Context: an optimization exercise on an open-source flow, tuned for small area and a short achievable clock period. The choices shown serve that exercise and are no tape-out recipe. The RTL was checked by simulation tests, not by an equivalence proof against the original design.

Design fir_xifu_ex_simd, start of the top module:
module fir_xifu_ex_simd #(
  parameter int unsigned XLEN    = 32,
  parameter int unsigned MAC_LAT = 3,
  parameter int unsigned ID_W    = 4
) (
  input  logic            clk_i,
  input  logic            rst_i,
  input  logic            clear_i,
  input  logic            in_valid_i,
  output logic            in_ready_o,
  input  logic [1:0]      in_op_i,
  input  logic            in_mode_i,
  input  logic            in_sat_i,
  input  logic [ID_W-1:0] in_id_i,
  input  logic [4:0]      in_rd_i,
  input  logic [4:0]      in_rs1_i,
  input  logic [XLEN-1:0] in_base_i,
  input  logic [11:0]     in_imm_i,
  input  logic [4:0]      in_shamt_i,
  input  logic [XLEN-1:0] op_a_i,
  input  logic [XLEN-1:0] op_b_i,
  input  logic [XLEN-1:0] op_c_i,
  input  logic            commit_valid_i,
  input  logic [ID_W-1:0] commit_id_i,
  input  logic            commit_kill_i,
  input  logic            fwd_we_i,
  input  logic [4:0]      fwd_rd_i,
  input  logic [XLEN-1:0] fwd_result_i,
  output logic            mem_valid_o,
  input  logic            mem_ready_i,
  output logic [31:0]     mem_addr_o,
  output logic            mem_we_o,
  output logic [XLEN-1:0] mem_wdata_o,
  output logic [ID_W-1:0] mem_id_o,
  output logic            out_valid_o,
  input  logic            out_ready_i,
  output logic [1:0]      out_op_o,
  output logic [4:0]      out_rd_o,
  output logic [ID_W-1:0] out_id_o,
  output logic [XLEN-1:0] out_result_o,
  output logic [31:0]     out_next_addr_o
);
  logic st_idle_q, st_mac0_q, st_mac1_q, st_wait_q, st_mem_q, st_done_q;
  logic [1:0]      op_q;
  logic [4:0]      rd_q;
  logic [ID_W-1:0] id_q;
  logic            mode8_q, sat_q;
  logic [31:0]     a_q;
  logic [15:0]     mh_q;
  logic [23:0]     dig_q;
  logic [17:0]     r_q;
  logic [32:0]     d_q;
  logic            accept, is_dotp, is_mem, is_store;
  logic [31:0]     base, store_data;
  logic            accept_commit, wait_hit;
  ...
==> flow/config.mk <==
export PLATFORM = sky130hd
export DESIGN_NAME = fir_xifu_ex_simd
export DESIGN_NICKNAME = fir_xifu_ex_simd
export VERILOG_FILES = /design/flow/design.v
export SDC_FILE = /design/flow/constraint.sdc
export NUM_CORES = 4
export LEC_CHECK = 0
export CAP_MARGIN = 20
export CORE_MARGIN = 2
export CORE_UTILIZATION = 40
export SLEW_MARGIN = 20
==> flow/constraint.sdc <==
create_clock -name core_clock -period 12.5 [get_ports {clk_i}]
set_input_delay 2.5000 -clock core_clock [delete_from_list [all_inputs] [get_ports {clk_i}]]
set_output_delay 2.5000 -clock core_clock [all_outputs]
set_load 0.01 [all_outputs]
standard.sh (not shown) runs the stock make flow with config.mk's settings and CLKGATE_MAP_FILE= SYNTH_SCRIPT=/design/flow/synth_recipe.tcl, a recipe that flattens the netlist after the stock synthesis.
==> flow/flow/run.sh <==
#!/bin/bash
set -euo pipefail
bash standard.sh SETUP_SLACK_MARGIN=7.5 "BUFFER_PORTS_ARGS=-buffer_cell sky130_fd_sc_hd__buf_1" finish > standard_flow.log 2>&1
Edit:
--- a/flow/design.v
+++ b/flow/design.v
@@ -558,35 +558,40 @@
       op_q    <= in_op_i;
       rd_q    <= in_rd_i;
       id_q    <= in_id_i;
       mode8_q <= in_mode_i;
       sat_q   <= in_sat_i;
       a_q     <= is_dotp ? op_a_i : (is_mem ? base : 32'd0);
-      mh_q    <= in_mode_i ? {{8{op_a_i[23]}}, {8{op_a_i[7]}}} : {op_a_i[31:24], op_a_i[15:8]};
-      dig_q   <= dig_acc;
       r_q     <= {op_b_i[23] & ~in_mode_i, op_b_i[7] & ~in_mode_i, op_b_i[31:24],
                   is_dotp ? op_b_i[15:8] : in_imm_i[7:0]};
       if (!is_dotp) r_q[11:8] <= in_imm_i[11:8];
       d_q     <= is_dotp ? c_biased : (is_mem ? {1'b0, store_data} : 33'd0);
     end else if (st_mac0_q) begin
       d_q        <= mode8_q ? x : {{8{x[32]}}, x[32:8]};
-      dig_q      <= dig_mac0;
       r_q[7:0]   <= x[7:0];
       if (mode8_q) begin
         a_q[7:0]   <= a_q[15:8];
         a_q[23:16] <= a_q[31:24];
-        mh_q       <= {{8{a_q[31]}}, {8{a_q[15]}}};
       end
     end else if (st_mac1_q) begin
       d_q <= mode8_q ? x : {~x[24], x[23:0], r_q[7:0]};
       a_q <= 32'd0;
     end else if (st_mem_q && mem_ready_i) begin
       d_q <= 33'd0;
       a_q <= next_addr;
     end
   end
+  always_ff @(posedge clk_i) begin
+    if (st_mac0_q) begin
+      dig_q <= dig_mac0;
+      mh_q  <= mode8_q ? {{8{a_q[31]}}, {8{a_q[15]}}} : {a_q[31:24], a_q[15:8]};
+    end else begin
+      dig_q <= dig_acc;
+      mh_q  <= in_mode_i ? {{8{op_a_i[23]}}, {8{op_a_i[7]}}} : {op_a_i[31:24], op_a_i[15:8]};
+    end
+  end
   assign in_ready_o      = st_idle_q;
   assign mem_valid_o     = st_mem_q;
   assign out_valid_o     = st_done_q;
   assign mem_addr_o      = a_q;
   assign mem_we_o        = (op_q == fir_xifu_pkg::OpStore);
   assign mem_wdata_o     = d_q[31:0];
Via count went up by 0.91%. Count of clock-buffer cells in the layout stays the same. Wire length increases by 2.7%. Area after synthesis barely changes. Design area fell by 0.63%. Global-route usage went up by 1.1 points. Core utilization grows by 0.33 points. Cell count barely changes. Clock skew hardly moves. First-iteration DRC count falls by 1.1%.

* * *

fir_xifu_ex_simd, a different RTL version from the one above (not shown whole).
Size: roughly 2100 cells after synthesis, ~140 flip-flops.
clock: 12.5 ns
lec_check: 0
cap_margin: 20
core_margin: 2
core_utilization: 40
slew_margin: 20
Scripts as last shown in full above: flow/flow/run.sh
Rerun with:
--- a/flow/design.v
+++ b/flow/design.v
@@ -482,25 +482,24 @@
   logic [15:0]     mh_q;
   logic [23:0]     dig_q;
   logic [17:0]     r_q;
   logic [32:0]     d_q;
   logic            accept, is_dotp, is_mem, is_store;
   logic [31:0]     base, store_data;
   logic            accept_commit, wait_hit;
   logic [32:0]     x, c_biased;
   logic            nb_x1, nb_a1, nb_x2, nb_a2;
   logic [2:0]      nb_cnt;
   logic [23:0]     dig_acc, dig_mac0;
   logic            ovf;
-  logic [32:0]     res_exact;
   logic [31:0]     next_addr;
   logic            addr_c12, addr_inc, addr_dec;
   logic [19:0]     addr_ones, addr_zeros;
   assign accept        = st_idle_q & in_valid_i;
   assign is_dotp       = (in_op_i == fir_xifu_pkg::OpDotp);
   assign is_store      = (in_op_i == fir_xifu_pkg::OpStore);
   assign is_mem        = (in_op_i == fir_xifu_pkg::OpLoad) | is_store;
   assign base          = (fwd_we_i && (fwd_rd_i == in_rs1_i)) ? fwd_result_i : in_base_i;
   assign store_data    = $signed(op_c_i) >>> in_shamt_i;
   assign accept_commit = commit_valid_i && (commit_id_i == in_id_i) && !commit_kill_i;
   assign wait_hit      = commit_valid_i && (commit_id_i == id_q);
   assign nb_x1 = op_b_i[7] ^ op_b_i[23];
@@ -560,40 +559,40 @@
       st_mem_q  <= (accept & (in_op_i == fir_xifu_pkg::OpLoad)) |
                    (accept & is_store & accept_commit) |
                    (st_wait_q & wait_hit & ~commit_kill_i) | (st_mem_q & ~mem_ready_i);
       st_done_q <= (accept & (in_op_i == fir_xifu_pkg::OpNop)) | st_mac1_q |
                    (st_mem_q & mem_ready_i) | (st_done_q & ~out_ready_i);
     end
   end
   always_ff @(posedge clk_i) begin
     if (accept) begin
       op_q    <= in_op_i;
       rd_q    <= in_rd_i;
       id_q    <= in_id_i;
-      mode8_q <= in_mode_i | ~is_dotp;   
+      mode8_q <= in_mode_i;
       sat_q   <= in_sat_i;
       a_q     <= is_dotp ? op_a_i : (is_mem ? base : 32'd0);
       r_q     <= {op_b_i[23] & ~in_mode_i, op_b_i[7] & ~in_mode_i, op_b_i[31:24],
                   is_dotp ? op_b_i[15:8] : in_imm_i[7:0]};
       if (!is_dotp) r_q[11:8] <= in_imm_i[11:8];
       d_q     <= is_dotp ? c_biased : (is_mem ? {1'b0, store_data} : 33'd0);
     end else if (st_mac0_q) begin
       d_q        <= mode8_q ? x : {{8{x[32]}}, x[32:8]};
       r_q[7:0]   <= x[7:0];
       if (mode8_q) begin
         a_q[7:0]   <= a_q[15:8];
         a_q[23:16] <= a_q[31:24];
       end
     end else if (st_mac1_q) begin
-      d_q <= x;
+      d_q <= mode8_q ? x : {~x[24], x[23:0], r_q[7:0]};
       a_q <= 32'd0;
     end else if (st_mem_q && mem_ready_i) begin
       d_q <= 33'd0;
       a_q <= next_addr;
     end
   end
   always_ff @(posedge clk_i) begin
     if (st_mac0_q) begin
       dig_q <= dig_mac0;
       mh_q  <= mode8_q ? {{8{a_q[31]}}, {8{a_q[15]}}} : {a_q[31:24], a_q[15:8]};
     end else begin
       dig_q <= dig_acc;
@@ -601,17 +600,16 @@
     end
   end
   assign in_ready_o      = st_idle_q;
   assign mem_valid_o     = st_mem_q;
   assign out_valid_o     = st_done_q;
   assign mem_addr_o      = a_q;
   assign mem_we_o        = (op_q == fir_xifu_pkg::OpStore);
   assign mem_wdata_o     = d_q[31:0];
   assign mem_id_o        = id_q;
   assign out_op_o        = op_q;
   assign out_rd_o        = rd_q;
   assign out_id_o        = id_q;
-  assign res_exact       = mode8_q ? d_q : {~d_q[24], d_q[23:0], r_q[7:0]};
-  assign ovf             = res_exact[32] ^ res_exact[31];
-  assign out_result_o    = (sat_q && ovf) ? {res_exact[32], {31{~res_exact[32]}}} : res_exact[31:0];
+  assign ovf             = d_q[32] ^ d_q[31];
+  assign out_result_o    = (sat_q && ovf) ? {d_q[32], {31{~d_q[32]}}} : d_q[31:0];
   assign out_next_addr_o = a_q;
 endmodule
=> The new run completed with no timing, DRC or antenna violations. Critical path depth goes down by 3. Global-route usage goes up by 0.51 points. Worst setup slack gains 270 ps.

## what the ideal ports hide
Ports are ideal in the flow. The routed layouts listed here were re-timed in OpenROAD.
Step 1: set_driving_cell puts a clkbuf_16 on clk_i and a buf_2 on each other input, an assumption about the parent block.
Step 2 also shifts input and output timing later by t, the mid clock arrival at the registers, as if the neighbouring blocks saw the same clock.
a / b / c = ideal ports / drivers / drivers and shift; a / b = the first two.
run	t, ns	setup WS [ns]	worst setup path after step 2	latest minus earliest clock arrival (ns)
the first run of note 1	0.500	6.914 / 6.914 / 6.696	input to register	0.012 / 0.011
the second run of note 1	0.518	6.847 / 6.847 / 6.735	input to register	0.011 / 0.010
the first run of note 2	0.489	7.083 / 7.083 / 6.826	input to register	0.019 / 0.019
the second run of note 2	0.493	7.352 / 7.335 / 6.842	input to register	0.021 / 0.022
After both steps every run listed still meets setup and hold. The setup slack of the second run of note 2, which loses most, moves by -0.017 ns with the drivers and by -0.510 ns with both steps.
